Context: an optimization exercise on an open-source flow, tuned for small area, a short achievable clock period and few clock cycles per item. The choices shown serve that exercise and are no tape-out recipe. Only simulation tests tie the RTL to the original design; equivalence was not proved.

File: design/flow/config.mk
export PLATFORM = sky130hd
export DESIGN_NAME = srgb_to_xyz_pixel_converter
export DESIGN_NICKNAME = srgb_to_xyz_pixel_converter
export VERILOG_FILES = /design/flow/design.v
export SDC_FILE = /design/flow/constraint.sdc
export NUM_CORES = 4
export LEC_CHECK = 0
export CAP_MARGIN = 20
export CORE_MARGIN = 2
export CORE_UTILIZATION = 40
export SLEW_MARGIN = 20
File: design/flow/design.v
package srgbxyz_pkg;
    localparam int CODE_W  = 8;
    localparam int OUT_W   = 15;
    localparam int COEF_W  = 23;
    localparam int NUM_CH  = 3;
    localparam int TAB_LEN = 256;
    localparam logic [OUT_W-1:0] SAT_OUT = 15'h7fff;
    localparam logic [NUM_CH*NUM_CH*COEF_W-1:0] COEF100_FLAT = {
        23'd6229200, 23'd781200,  23'd126500,
        23'd473200,  23'd4687100, 23'd1393300,
        23'd1182900, 23'd2343600, 23'd2702700
    };
    typedef struct packed {
        logic [CODE_W-1:0] red;
        logic [CODE_W-1:0] green;
        logic [CODE_W-1:0] blue;
    } pixel_t;
    typedef struct packed {
        logic [OUT_W-1:0] x_out;
        logic [OUT_W-1:0] y_out;
        logic [OUT_W-1:0] z_out;
    } xyz_t;
endpackage
module srgbxyz_linearize
#(
    parameter int LINEAR_BITS = 16
)
(
    input  logic                   clk,
    input  logic                   rst_n,
    input  logic                   in_valid,
    output logic                   in_ready,
    input  srgbxyz_pkg::pixel_t                 pix,
    output logic                   out_valid,
    input  logic                   out_ready,
    output logic [srgbxyz_pkg::NUM_CH-1:0][LINEAR_BITS-1:0] lin
);
    function automatic logic [LINEAR_BITS-1:0] lin_table(input logic [srgbxyz_pkg::CODE_W-1:0] v);
        case (v)
            8'd0: lin_table = 16'd0;
            8'd1: lin_table = 16'd20;
            8'd2: lin_table = 16'd40;
            8'd3: lin_table = 16'd60;
            8'd4: lin_table = 16'd80;
            8'd5: lin_table = 16'd99;
            8'd6: lin_table = 16'd119;
            8'd7: lin_table = 16'd139;
            8'd8: lin_table = 16'd159;
            8'd9: lin_table = 16'd179;
            8'd10: lin_table = 16'd199;
            8'd11: lin_table = 16'd219;
            8'd12: lin_table = 16'd241;
            8'd13: lin_table = 16'd264;
            8'd14: lin_table = 16'd288;
            8'd15: lin_table = 16'd313;
            8'd16: lin_table = 16'd340;
            8'd17: lin_table = 16'd367;
            8'd18: lin_table = 16'd396;
            8'd19: lin_table = 16'd427;
            8'd20: lin_table = 16'd458;
            8'd21: lin_table = 16'd491;
            8'd22: lin_table = 16'd526;
            8'd23: lin_table = 16'd562;
            8'd24: lin_table = 16'd599;
            8'd25: lin_table = 16'd637;
            8'd26: lin_table = 16'd677;
            8'd27: lin_table = 16'd718;
            8'd28: lin_table = 16'd761;
            8'd29: lin_table = 16'd805;
            8'd30: lin_table = 16'd851;
            8'd31: lin_table = 16'd898;
            8'd32: lin_table = 16'd947;
            8'd33: lin_table = 16'd997;
            8'd34: lin_table = 16'd1048;
            8'd35: lin_table = 16'd1101;
            8'd36: lin_table = 16'd1156;
            8'd37: lin_table = 16'd1212;
            8'd38: lin_table = 16'd1270;
            8'd39: lin_table = 16'd1330;
            8'd40: lin_table = 16'd1391;
            8'd41: lin_table = 16'd1453;
            8'd42: lin_table = 16'd1517;
            8'd43: lin_table = 16'd1583;
            8'd44: lin_table = 16'd1651;
            8'd45: lin_table = 16'd1720;
            8'd46: lin_table = 16'd1791;
            8'd47: lin_table = 16'd1863;
            8'd48: lin_table = 16'd1937;
            8'd49: lin_table = 16'd2013;
            8'd50: lin_table = 16'd2090;
            8'd51: lin_table = 16'd2170;
            8'd52: lin_table = 16'd2250;
            8'd53: lin_table = 16'd2333;
            8'd54: lin_table = 16'd2418;
            8'd55: lin_table = 16'd2504;
            8'd56: lin_table = 16'd2592;
            8'd57: lin_table = 16'd2681;
            8'd58: lin_table = 16'd2773;
            8'd59: lin_table = 16'd2866;
            8'd60: lin_table = 16'd2961;
            8'd61: lin_table = 16'd3058;
            8'd62: lin_table = 16'd3157;
            8'd63: lin_table = 16'd3258;
            8'd64: lin_table = 16'd3360;
            8'd65: lin_table = 16'd3464;
            8'd66: lin_table = 16'd3570;
            8'd67: lin_table = 16'd3678;
            8'd68: lin_table = 16'd3788;
            8'd69: lin_table = 16'd3900;
            8'd70: lin_table = 16'd4014;
            8'd71: lin_table = 16'd4129;
            8'd72: lin_table = 16'd4247;
            8'd73: lin_table = 16'd4366;
            8'd74: lin_table = 16'd4488;
            8'd75: lin_table = 16'd4611;
            8'd76: lin_table = 16'd4736;
            8'd77: lin_table = 16'd4864;
            8'd78: lin_table = 16'd4993;
            8'd79: lin_table = 16'd5124;
            8'd80: lin_table = 16'd5257;
            8'd81: lin_table = 16'd5392;
            8'd82: lin_table = 16'd5530;
            8'd83: lin_table = 16'd5669;
            8'd84: lin_table = 16'd5810;
            8'd85: lin_table = 16'd5953;
            8'd86: lin_table = 16'd6099;
            8'd87: lin_table = 16'd6246;
            8'd88: lin_table = 16'd6395;
            8'd89: lin_table = 16'd6547;
            8'd90: lin_table = 16'd6701;
            8'd91: lin_table = 16'd6856;
            8'd92: lin_table = 16'd7014;
            8'd93: lin_table = 16'd7174;
            8'd94: lin_table = 16'd7336;
            8'd95: lin_table = 16'd7500;
            8'd96: lin_table = 16'd7666;
            8'd97: lin_table = 16'd7834;
            8'd98: lin_table = 16'd8004;
            8'd99: lin_table = 16'd8177;
            8'd100: lin_table = 16'd8352;
            8'd101: lin_table = 16'd8529;
            8'd102: lin_table = 16'd8708;
            8'd103: lin_table = 16'd8889;
            8'd104: lin_table = 16'd9072;
            8'd105: lin_table = 16'd9258;
            8'd106: lin_table = 16'd9446;
            8'd107: lin_table = 16'd9636;
            8'd108: lin_table = 16'd9828;
            8'd109: lin_table = 16'd10022;
            8'd110: lin_table = 16'd10219;
            8'd111: lin_table = 16'd10418;
            8'd112: lin_table = 16'd10619;
            8'd113: lin_table = 16'd10822;
            8'd114: lin_table = 16'd11028;
            8'd115: lin_table = 16'd11236;
            8'd116: lin_table = 16'd11446;
            8'd117: lin_table = 16'd11658;
            8'd118: lin_table = 16'd11873;
            8'd119: lin_table = 16'd12090;
            8'd120: lin_table = 16'd12309;
            8'd121: lin_table = 16'd12531;
            8'd122: lin_table = 16'd12754;
            8'd123: lin_table = 16'd12981;
            8'd124: lin_table = 16'd13209;
            8'd125: lin_table = 16'd13440;
            8'd126: lin_table = 16'd13673;
            8'd127: lin_table = 16'd13909;
            8'd128: lin_table = 16'd14147;
            8'd129: lin_table = 16'd14387;
            8'd130: lin_table = 16'd14629;
            8'd131: lin_table = 16'd14874;
            8'd132: lin_table = 16'd15122;
            8'd133: lin_table = 16'd15372;
            8'd134: lin_table = 16'd15624;
            8'd135: lin_table = 16'd15878;
            8'd136: lin_table = 16'd16135;
            8'd137: lin_table = 16'd16394;
            8'd138: lin_table = 16'd16656;
            8'd139: lin_table = 16'd16920;
            8'd140: lin_table = 16'd17187;
            8'd141: lin_table = 16'd17456;
            8'd142: lin_table = 16'd17727;
            8'd143: lin_table = 16'd18001;
            8'd144: lin_table = 16'd18278;
            8'd145: lin_table = 16'd18556;
            8'd146: lin_table = 16'd18838;
            8'd147: lin_table = 16'd19121;
            8'd148: lin_table = 16'd19408;
            8'd149: lin_table = 16'd19696;
            8'd150: lin_table = 16'd19988;
            8'd151: lin_table = 16'd20281;
            8'd152: lin_table = 16'd20578;
            8'd153: lin_table = 16'd20876;
            8'd154: lin_table = 16'd21178;
            8'd155: lin_table = 16'd21481;
            8'd156: lin_table = 16'd21788;
            8'd157: lin_table = 16'd22096;
            8'd158: lin_table = 16'd22408;
            8'd159: lin_table = 16'd22722;
            8'd160: lin_table = 16'd23038;
            8'd161: lin_table = 16'd23357;
            8'd162: lin_table = 16'd23679;
            8'd163: lin_table = 16'd24003;
            8'd164: lin_table = 16'd24329;
            8'd165: lin_table = 16'd24659;
            8'd166: lin_table = 16'd24991;
            8'd167: lin_table = 16'd25325;
            8'd168: lin_table = 16'd25662;
            8'd169: lin_table = 16'd26002;
            8'd170: lin_table = 16'd26344;
            8'd171: lin_table = 16'd26689;
            8'd172: lin_table = 16'd27036;
            8'd173: lin_table = 16'd27387;
            8'd174: lin_table = 16'd27739;
            8'd175: lin_table = 16'd28095;
            8'd176: lin_table = 16'd28453;
            8'd177: lin_table = 16'd28813;
            8'd178: lin_table = 16'd29177;
            8'd179: lin_table = 16'd29543;
            8'd180: lin_table = 16'd29911;
            8'd181: lin_table = 16'd30283;
            8'd182: lin_table = 16'd30657;
            8'd183: lin_table = 16'd31033;
            8'd184: lin_table = 16'd31413;
            8'd185: lin_table = 16'd31795;
            8'd186: lin_table = 16'd32180;
            8'd187: lin_table = 16'd32567;
            8'd188: lin_table = 16'd32957;
            8'd189: lin_table = 16'd33350;
            8'd190: lin_table = 16'd33746;
            8'd191: lin_table = 16'd34144;
            8'd192: lin_table = 16'd34545;
            8'd193: lin_table = 16'd34949;
            8'd194: lin_table = 16'd35355;
            8'd195: lin_table = 16'd35765;
            8'd196: lin_table = 16'd36177;
            8'd197: lin_table = 16'd36591;
            8'd198: lin_table = 16'd37009;
            8'd199: lin_table = 16'd37429;
            8'd200: lin_table = 16'd37852;
            8'd201: lin_table = 16'd38278;
            8'd202: lin_table = 16'd38707;
            8'd203: lin_table = 16'd39138;
            8'd204: lin_table = 16'd39572;
            8'd205: lin_table = 16'd40009;
            8'd206: lin_table = 16'd40449;
            8'd207: lin_table = 16'd40892;
            8'd208: lin_table = 16'd41337;
            8'd209: lin_table = 16'd41786;
            8'd210: lin_table = 16'd42237;
            8'd211: lin_table = 16'd42691;
            8'd212: lin_table = 16'd43147;
            8'd213: lin_table = 16'd43607;
            8'd214: lin_table = 16'd44069;
            8'd215: lin_table = 16'd44534;
            8'd216: lin_table = 16'd45003;
            8'd217: lin_table = 16'd45474;
            8'd218: lin_table = 16'd45947;
            8'd219: lin_table = 16'd46424;
            8'd220: lin_table = 16'd46904;
            8'd221: lin_table = 16'd47386;
            8'd222: lin_table = 16'd47871;
            8'd223: lin_table = 16'd48360;
            8'd224: lin_table = 16'd48851;
            8'd225: lin_table = 16'd49345;
            8'd226: lin_table = 16'd49842;
            8'd227: lin_table = 16'd50342;
            8'd228: lin_table = 16'd50844;
            8'd229: lin_table = 16'd51350;
            8'd230: lin_table = 16'd51859;
            8'd231: lin_table = 16'd52370;
            8'd232: lin_table = 16'd52884;
            8'd233: lin_table = 16'd53402;
            8'd234: lin_table = 16'd53922;
            8'd235: lin_table = 16'd54445;
            8'd236: lin_table = 16'd54972;
            8'd237: lin_table = 16'd55501;
            8'd238: lin_table = 16'd56033;
            8'd239: lin_table = 16'd56568;
            8'd240: lin_table = 16'd57106;
            8'd241: lin_table = 16'd57647;
            8'd242: lin_table = 16'd58191;
            8'd243: lin_table = 16'd58738;
            8'd244: lin_table = 16'd59288;
            8'd245: lin_table = 16'd59841;
            8'd246: lin_table = 16'd60397;
            8'd247: lin_table = 16'd60956;
            8'd248: lin_table = 16'd61518;
            8'd249: lin_table = 16'd62083;
            8'd250: lin_table = 16'd62651;
            8'd251: lin_table = 16'd63222;
            8'd252: lin_table = 16'd63796;
            8'd253: lin_table = 16'd64373;
            8'd254: lin_table = 16'd64953;
            8'd255: lin_table = 16'd65535;
            default: lin_table = 16'd0;
        endcase
    endfunction
    logic                   valid_reg;
    logic [srgbxyz_pkg::NUM_CH-1:0][LINEAR_BITS-1:0] lin_reg;
    logic [srgbxyz_pkg::NUM_CH-1:0][LINEAR_BITS-1:0] lin_next;
    assign in_ready = !valid_reg || out_ready;
    always_comb
    begin
        lin_next[0] = lin_table(pix.red);
        lin_next[1] = lin_table(pix.green);
        lin_next[2] = lin_table(pix.blue);
    end
    always_ff @(posedge clk or negedge rst_n)
    begin
        if (!rst_n)
            valid_reg <= 1'b0;
        else if (in_ready)
            valid_reg <= in_valid;
    end
    always_ff @(posedge clk)
    begin
        if (in_ready && in_valid)
            lin_reg <= lin_next;
    end
    assign out_valid = valid_reg;
    assign lin       = lin_reg;
endmodule
module srgbxyz_matrix
#(
    parameter int LINEAR_BITS = 16
)
(
    input  logic                              clk,
    input  logic                              rst_n,
    input  logic                              in_valid,
    output logic                              in_ready,
    input  logic [srgbxyz_pkg::NUM_CH-1:0][LINEAR_BITS-1:0] lin,
    output logic                              out_valid,
    input  logic                              out_ready,
    output logic [srgbxyz_pkg::NUM_CH-1:0][srgbxyz_pkg::COEF_W+LINEAR_BITS+1:0] sum
);
    localparam int PW = srgbxyz_pkg::COEF_W + LINEAR_BITS;
    localparam int SW = PW + 2;
    logic          prod_valid_reg;
    logic          sum_valid_reg;
    logic          prod_ld;
    logic          sum_ld;
    logic [srgbxyz_pkg::NUM_CH-1:0][srgbxyz_pkg::NUM_CH-1:0][PW-1:0] prod_reg;
    logic [srgbxyz_pkg::NUM_CH-1:0][srgbxyz_pkg::NUM_CH-1:0][PW-1:0] prod_next;
    logic [srgbxyz_pkg::NUM_CH-1:0][SW-1:0] sum_reg;
    logic [srgbxyz_pkg::NUM_CH-1:0][SW-1:0] sum_next;
    assign sum_ld   = !sum_valid_reg || out_ready;
    assign prod_ld  = !prod_valid_reg || sum_ld;
    assign in_ready = prod_ld;
    always_comb
    begin
        for (int r = 0; r < srgbxyz_pkg::NUM_CH; r++)
        begin
            for (int c = 0; c < srgbxyz_pkg::NUM_CH; c++)
                prod_next[r][c] = PW'(srgbxyz_pkg::COEF100_FLAT[(srgbxyz_pkg::NUM_CH*r+c)*srgbxyz_pkg::COEF_W +: srgbxyz_pkg::COEF_W]) * PW'(lin[c]);
        end
    end
    always_comb
    begin
        for (int r = 0; r < srgbxyz_pkg::NUM_CH; r++)
            sum_next[r] = SW'(prod_reg[r][0]) + SW'(prod_reg[r][1]) + SW'(prod_reg[r][2]);
    end
    always_ff @(posedge clk or negedge rst_n)
    begin
        if (!rst_n)
        begin
            prod_valid_reg <= 1'b0;
            sum_valid_reg  <= 1'b0;
        end
        else
        begin
            if (prod_ld)
                prod_valid_reg <= in_valid;
            if (sum_ld)
                sum_valid_reg <= prod_valid_reg;
        end
    end
    always_ff @(posedge clk)
    begin
        if (prod_ld && in_valid)
            prod_reg <= prod_next;
        if (sum_ld && prod_valid_reg)
            sum_reg <= sum_next;
    end
    assign out_valid = sum_valid_reg;
    assign sum       = sum_reg;
endmodule
module srgbxyz_scale
#(
    parameter int LINEAR_BITS   = 16,
    parameter int OUT_FRAC_BITS = 8
)
(
    input  logic                          clk,
    input  logic                          rst_n,
    input  logic                          in_valid,
    output logic                          in_ready,
    input  logic [srgbxyz_pkg::NUM_CH-1:0][srgbxyz_pkg::COEF_W+LINEAR_BITS+1:0] sum,
    output logic                          out_valid,
    input  logic                          out_stall,
    output srgbxyz_pkg::xyz_t                          out_word
);
    localparam int SW = srgbxyz_pkg::COEF_W + LINEAR_BITS + 2;
    localparam int RW = SW + OUT_FRAC_BITS + 1;
    localparam int SH = 16 + LINEAR_BITS;
    logic             valid_reg;
    srgbxyz_pkg::xyz_t             word_reg;
    srgbxyz_pkg::xyz_t             word_next;
    logic [srgbxyz_pkg::NUM_CH-1:0][srgbxyz_pkg::OUT_W-1:0] res;
    always_comb
    begin : p_round
        logic [RW-1:0] scaled;
        logic [RW-1:0] q;
        for (int r = 0; r < srgbxyz_pkg::NUM_CH; r++)
        begin
            scaled = (RW'(sum[r]) << OUT_FRAC_BITS) + (RW'(1) << (15 + LINEAR_BITS));
            q      = scaled >> SH;
            res[r] = (q > RW'(srgbxyz_pkg::SAT_OUT)) ? srgbxyz_pkg::SAT_OUT : q[srgbxyz_pkg::OUT_W-1:0];
        end
        word_next.x_out = res[0];
        word_next.y_out = res[1];
        word_next.z_out = res[2];
    end
    assign in_ready = !valid_reg || !out_stall;
    always_ff @(posedge clk or negedge rst_n)
    begin
        if (!rst_n)
            valid_reg <= 1'b0;
        else if (in_ready)
            valid_reg <= in_valid;
    end
    always_ff @(posedge clk)
    begin
        if (in_ready && in_valid)
            word_reg <= word_next;
    end
    assign out_valid = valid_reg;
    assign out_word  = word_reg;
endmodule
module srgb_to_xyz_pixel_converter
#(
    parameter int LINEAR_BITS   = 16,
    parameter int OUT_FRAC_BITS = 8
)
(
    input  logic   clk,
    input  logic   rst_n,
    input  logic   pix_valid,
    output logic   pix_stall,
    input  srgbxyz_pkg::pixel_t pix,
    output logic   xyz_valid,
    input  logic   xyz_stall,
    output srgbxyz_pkg::xyz_t   xyz
);
    logic                          lin_valid;
    logic                          lin_ready;
    logic                          pix_ready;
    logic                          sum_valid;
    logic                          sum_ready;
    logic [srgbxyz_pkg::NUM_CH-1:0][LINEAR_BITS-1:0] lin;
    logic [srgbxyz_pkg::NUM_CH-1:0][srgbxyz_pkg::COEF_W+LINEAR_BITS+1:0] sum;
    srgbxyz_linearize #(
        .LINEAR_BITS (LINEAR_BITS)
    ) u_linearize (
        .clk       (clk),
        .rst_n     (rst_n),
        .in_valid  (pix_valid),
        .in_ready  (pix_ready),
        .pix       (pix),
        .out_valid (lin_valid),
        .out_ready (lin_ready),
        .lin       (lin)
    );
    srgbxyz_matrix #(
        .LINEAR_BITS (LINEAR_BITS)
    ) u_matrix (
        .clk       (clk),
        .rst_n     (rst_n),
        .in_valid  (lin_valid),
        .in_ready  (lin_ready),
        .lin       (lin),
        .out_valid (sum_valid),
        .out_ready (sum_ready),
        .sum       (sum)
    );
    srgbxyz_scale #(
        .LINEAR_BITS   (LINEAR_BITS),
        .OUT_FRAC_BITS (OUT_FRAC_BITS)
    ) u_scale (
        .clk       (clk),
        .rst_n     (rst_n),
        .in_valid  (sum_valid),
        .in_ready  (sum_ready),
        .sum       (sum),
        .out_valid (xyz_valid),
        .out_stall (xyz_stall),
        .out_word  (xyz)
    );
    assign pix_stall = !pix_ready;
endmodule
File: design/flow/constraint.sdc
create_clock -name core_clock -period 9.0 [get_ports {clk}]
set_input_delay 1.8000 -clock core_clock [delete_from_list [all_inputs] [get_ports {clk}]]
set_output_delay 1.8000 -clock core_clock [all_outputs]
set_load 0.01 [all_outputs]
File: design/flow/run.sh
#!/bin/bash
# synth_recipe.tcl (not shown) runs the flow's synth.tcl, then flattens the netlist and writes it again
# the make line also repeats each setting of config.mk as NAME=value (left out here)
make -C /OpenROAD-flow-scripts/flow DESIGN_CONFIG=/design/flow/config.mk WORK_HOME=/design/flow/orfs CLKGATE_MAP_FILE= SYNTH_SCRIPT=/design/flow/synth_recipe.tcl finish
==> run_results.csv <==
group,metric,value,unit
synth,synth_top_family_by_area,"adder cells",
synth,synthCells,8109,
hold_path,worstHoldPathCells,1,
placed_design,dp_slack,1610,ps
synth,ys_seq_elements,443,
synth,synth_nets,10200,
grt,grt_max_degree,158,
clocking,clk_latency,710,ps
run_status,status,"finished clean",
grt,antenna_found_initial,21,
die,ios,75,
final_layout,fin_nets,10100,
synth,yosysSeqAreaShare,0.177,
worst_setup_path,r2r_start,"u_linearize.lin_reg[6]$_DFFE_PP_",
worst_setup_path,timing.reg2reg.setup_slack,1570,ps
synth,yosys.area_share.simple,0.0983,
timing,fin_crit,7430,ps
job,cap_viol_max_count,0,
timing,finalSetupTns,0,ps
die,initial_utilization,0.401,
clocking,cts_max_level,2,
timing,finalSetupViolCount,0,
worst_setup_path,crit_type,"reg2reg",
hold_path,hold_path_end,"u_matrix.prod_valid_reg$_DFFE_PN0P_",
clocking,cts.sinks,443,
drt,drtPass1Iterations,6,
clocking,clockBufferDepth,3,
timing,fmax,0.135,GHz
drt,route.vias.total,61000,
final_layout,final_common_cell,"ha_1",
worst_setup_path,worstPathMaxFanout,14,
grt,grt_usage,0.253,
timing,worst_slack,1570,ps
drt,ant_nets,0,
synth,synthArstFlopShare,0.00903,
final_layout,synthToLayoutAreaGrowth,7.24,%
die,rows,159,
clocking,cts_root_buffer,"clkbuf_16",
final_layout,final_cell_mix,"ha_1 (1319), inv_1 (1186), fa_1 (740)",
worst_setup_path,crit_required,9420,ps
die,die_w,437,um
synth,synth_flop_cell,"edfxtp_1",
clocking,cts_inserted_buffers,56,
worst_setup_path,crit_arrival,7850,ps
synth,synth.area.mux_share,0.00918,
timing,period_share,0.826,
timing,fin_skew,71.7,ps
drt,drc,0,
hold_path,worst_hold_startpoint,"u_linearize.valid_reg$_DFFE_PN0N_",
grt,grt_pass1_wl,373,mm
worst_setup_path,crit_path_start_kind,"flip-flop",
synth,synth_xor_area_frac,0.0479,
synth,synth_area_per_cell,9.26,sq um
timing,hold_ws,490,ps
drt,wl,246,mm
timing,hold_viol,0,
final_layout,drive_gt1_frac,0.0377,
synth,synth_edf_count,439,
die,die_h,437,um
placed_design,dp_hpwl,197,mm
worst_setup_path,worstRegToRegCells,21,
clocking,clkSlewWorstSetupHoldPaths,60,ps
clocking,postCtsSetupBuffers,0,
synth,yosysWarnings,3,
drt,drt_iter0_markers,5918,
clocking,cts_resized,0,
drt,wire_per_inst,23.3,um
clocking,holdBufCountCts,0,
timing,rsz0062_at_grt,"no",
placed_design,port_buffers,74,
drt,viasPerCell,5.77,
final_layout,largest_reg_flops,294,
grt,gr-total-overflow,0,
timing,slew_headroom,0.194,
placed_design,routabilityCongestion,0.964,
timing,worst_slew_pin_slew,1200,ps
worst_setup_path,setup.worst_path.end_class,"flip-flop",
hold_path,hold_class,"reg2reg",
grt,grt_pass1_vias,60400,
synth,synth_cell_types,102,
timing,slew_viol_final,0,
synth,synth_compound_area_frac,0.176,
die,coreArea,187000,sq um
worst_setup_path,reg2reg_to,"u_matrix.prod_reg[35]$_DFFE_PP_",
clocking,cts_tree,"done",
synth,yosys.area_share.adder,0.417,
die,die-area,191000,sq um
synth,synthesis.area,75100,sq um
worst max path at each step:
stage | start | to | slack [ps] | cells past startpoint
final | u_linearize.lin_reg[6]$_DFFE_PP_ | u_matrix.prod_reg[35]$_DFFE_PP_ | 1570 | 21
after global routing | u_linearize.lin_reg[14]$_SDFFCE_PN0P_ | u_matrix.prod_reg[34]$_DFFE_PP_ | 1200 | 22
after CTS | u_linearize.lin_reg[14]$_SDFFCE_PN0P_ | u_matrix.prod_reg[34]$_DFFE_PP_ | 1600 | 22
after detailed placement | u_linearize.lin_reg[14]$_SDFFCE_PN0P_ | u_matrix.prod_reg[34]$_DFFE_PP_ | 1610 | 22
after global placement | u_linearize.lin_reg[14]$_SDFFCE_PN0P_ | u_matrix.prod_reg[34]$_DFFE_PP_ | 1590 | 22
after floorplan | u_linearize.lin_reg[32]$_DFFE_PP_ | u_matrix.prod_reg[228]$_DFFE_PP_ | 2360 | 22
Yosys cell counts, types with 11 or more instances:
cell          n  area, sq um
ha_1       1319        16500
inv_1      1188         4460
fa_1        740        14800
a21oi_1     600         3000
nor2_1      482         1810
nand2_1     463         1740
o21ai_0     453         2270
edfxtp_1    439        13200
xnor2_1     274         2400
clkbuf_1    231          867
a21o_1      194         1460
xor2_1      137         1200
nand3_1     134          671
nor3_1      127          636
a211oi_1    100          751
o211ai_1     92          691
a31oi_1      86          538
nor2b_1      84          526
nand2b_1     80          500
buf_1        71          267
o21a_1       58          435
o21bai_1     55          413
and3_1       47          294
o22ai_1      44          275
o31ai_1      44          330
nand4_1      38          238
and2_1       35          219
a311oi_1     28          245
o311ai_0     28          245
o221ai_1     27          236
or3_1        26          163
a221oi_1     25          219
or2_2        23          144
a21boi_0     22          165
mux4_2       22          495
o2111ai_1    21          184
a2111oi_0    18          158
mux2i_1      16          160
a31o_2       15          131
a22oi_1      13         97.6
a311o_1      13          130
a41oi_1      11         96.3
nand3b_1     11         82.6
nor4_1       11         68.8
o21ai_1      11         55.1
layer usage:
layer	up-vias	part of all wire	global-route usage
met3	412	0.081	0.0380
li1	28200	-	-
met1	29900	0.44	0.362
met4	2	0.037	0.0838
met2	2467	0.44	0.391
met5	-	0.000053	0
cell families after synthesis:
logic type               after synthesis
AO/OA/AOI/OAI                       2062
XOR/XNOR                             411
adder cells (fa/ha/maj)             2061
buffers and inverters               1496
flip-flops                           443
multiplexers                          41
other                                  1
AND/OR/NAND/NOR                     1594
cell type report:
cell class	instances	area [sq um]
diodes	4	10.0
inverters	1194	4480
flip-flops and latches	443	13300
multi-input cells	6170	56300
fillers	18200	107000
well taps	2495	3120
clock inverters	46	596
repair buffers	160	1390
clock buffers	59	1410
per-stage QoR:
| stage | cells | util | instance area, sq um |
|---|---|---|---|
| after CTS | 10600 | 0.430 | 80500 |
| after global placement | 10500 | 0.419 | 78500 |
| final | 10600 | 0.430 | 80600 |
| after detailed placement | 10500 | 0.419 | 78500 |
| after global routing | 10600 | 0.430 | 80600 |
| after floorplan | 8109 | - | 75100 |
worst max-delay path, cell delays in order, from the launching register on:
cell and delay [ps]:
edfxtp_1 940, ha_1 520, inv_1 190, fa_1 550, fa_1 460, fa_1 540, inv_1 50, fa_1 480
inv_1 50, fa_1 470, inv_1 40, ha_1 330, and3_1 210, nand3_1 110, o2111ai_1 220, o211ai_1 220
o41ai_2 460, a31oi_1 330, o31ai_2 550, a311o_1 250, a21oi_1 80, xnor2_1 130
Testbench counts, summed over its fixed seeds: cycles 32,032, items 32,000.

port drivers added, routing unchanged:
Ports are ideal in the flow. The routed layout listed here was re-timed in OpenROAD.
Step 1 (the two cells are an assumption about what drives the block):
set clk [get_ports {clk}]
set_driving_cell -lib_cell sky130_fd_sc_hd__clkbuf_16 $clk
set_driving_cell -lib_cell sky130_fd_sc_hd__buf_2 [delete_from_list [all_inputs] $clk]
Step 2 adds t to the input delays and takes it off the output delays; t is the mean of the earliest and latest rising clock arrival at the registers after step 1. Input paths then give back, and output paths get back, about the clock's delay inside the block.
Three values: ideal ports, drivers, drivers and shift; two values: the first two.
t (ns): 0.748
setup slack, ns: 1.568 / 1.568 / 1.568
latest minus earliest clock arrival (ns): 0.072 / 0.073
slew at the worst register clock pin (ns): 0.08 / 0.08
pins driven straight from the clock port: 1
After both steps setup and hold are still met in this run. For this run, drivers alone change the setup slack by 0.000 ns; drivers and shift together by 0.000 ns.
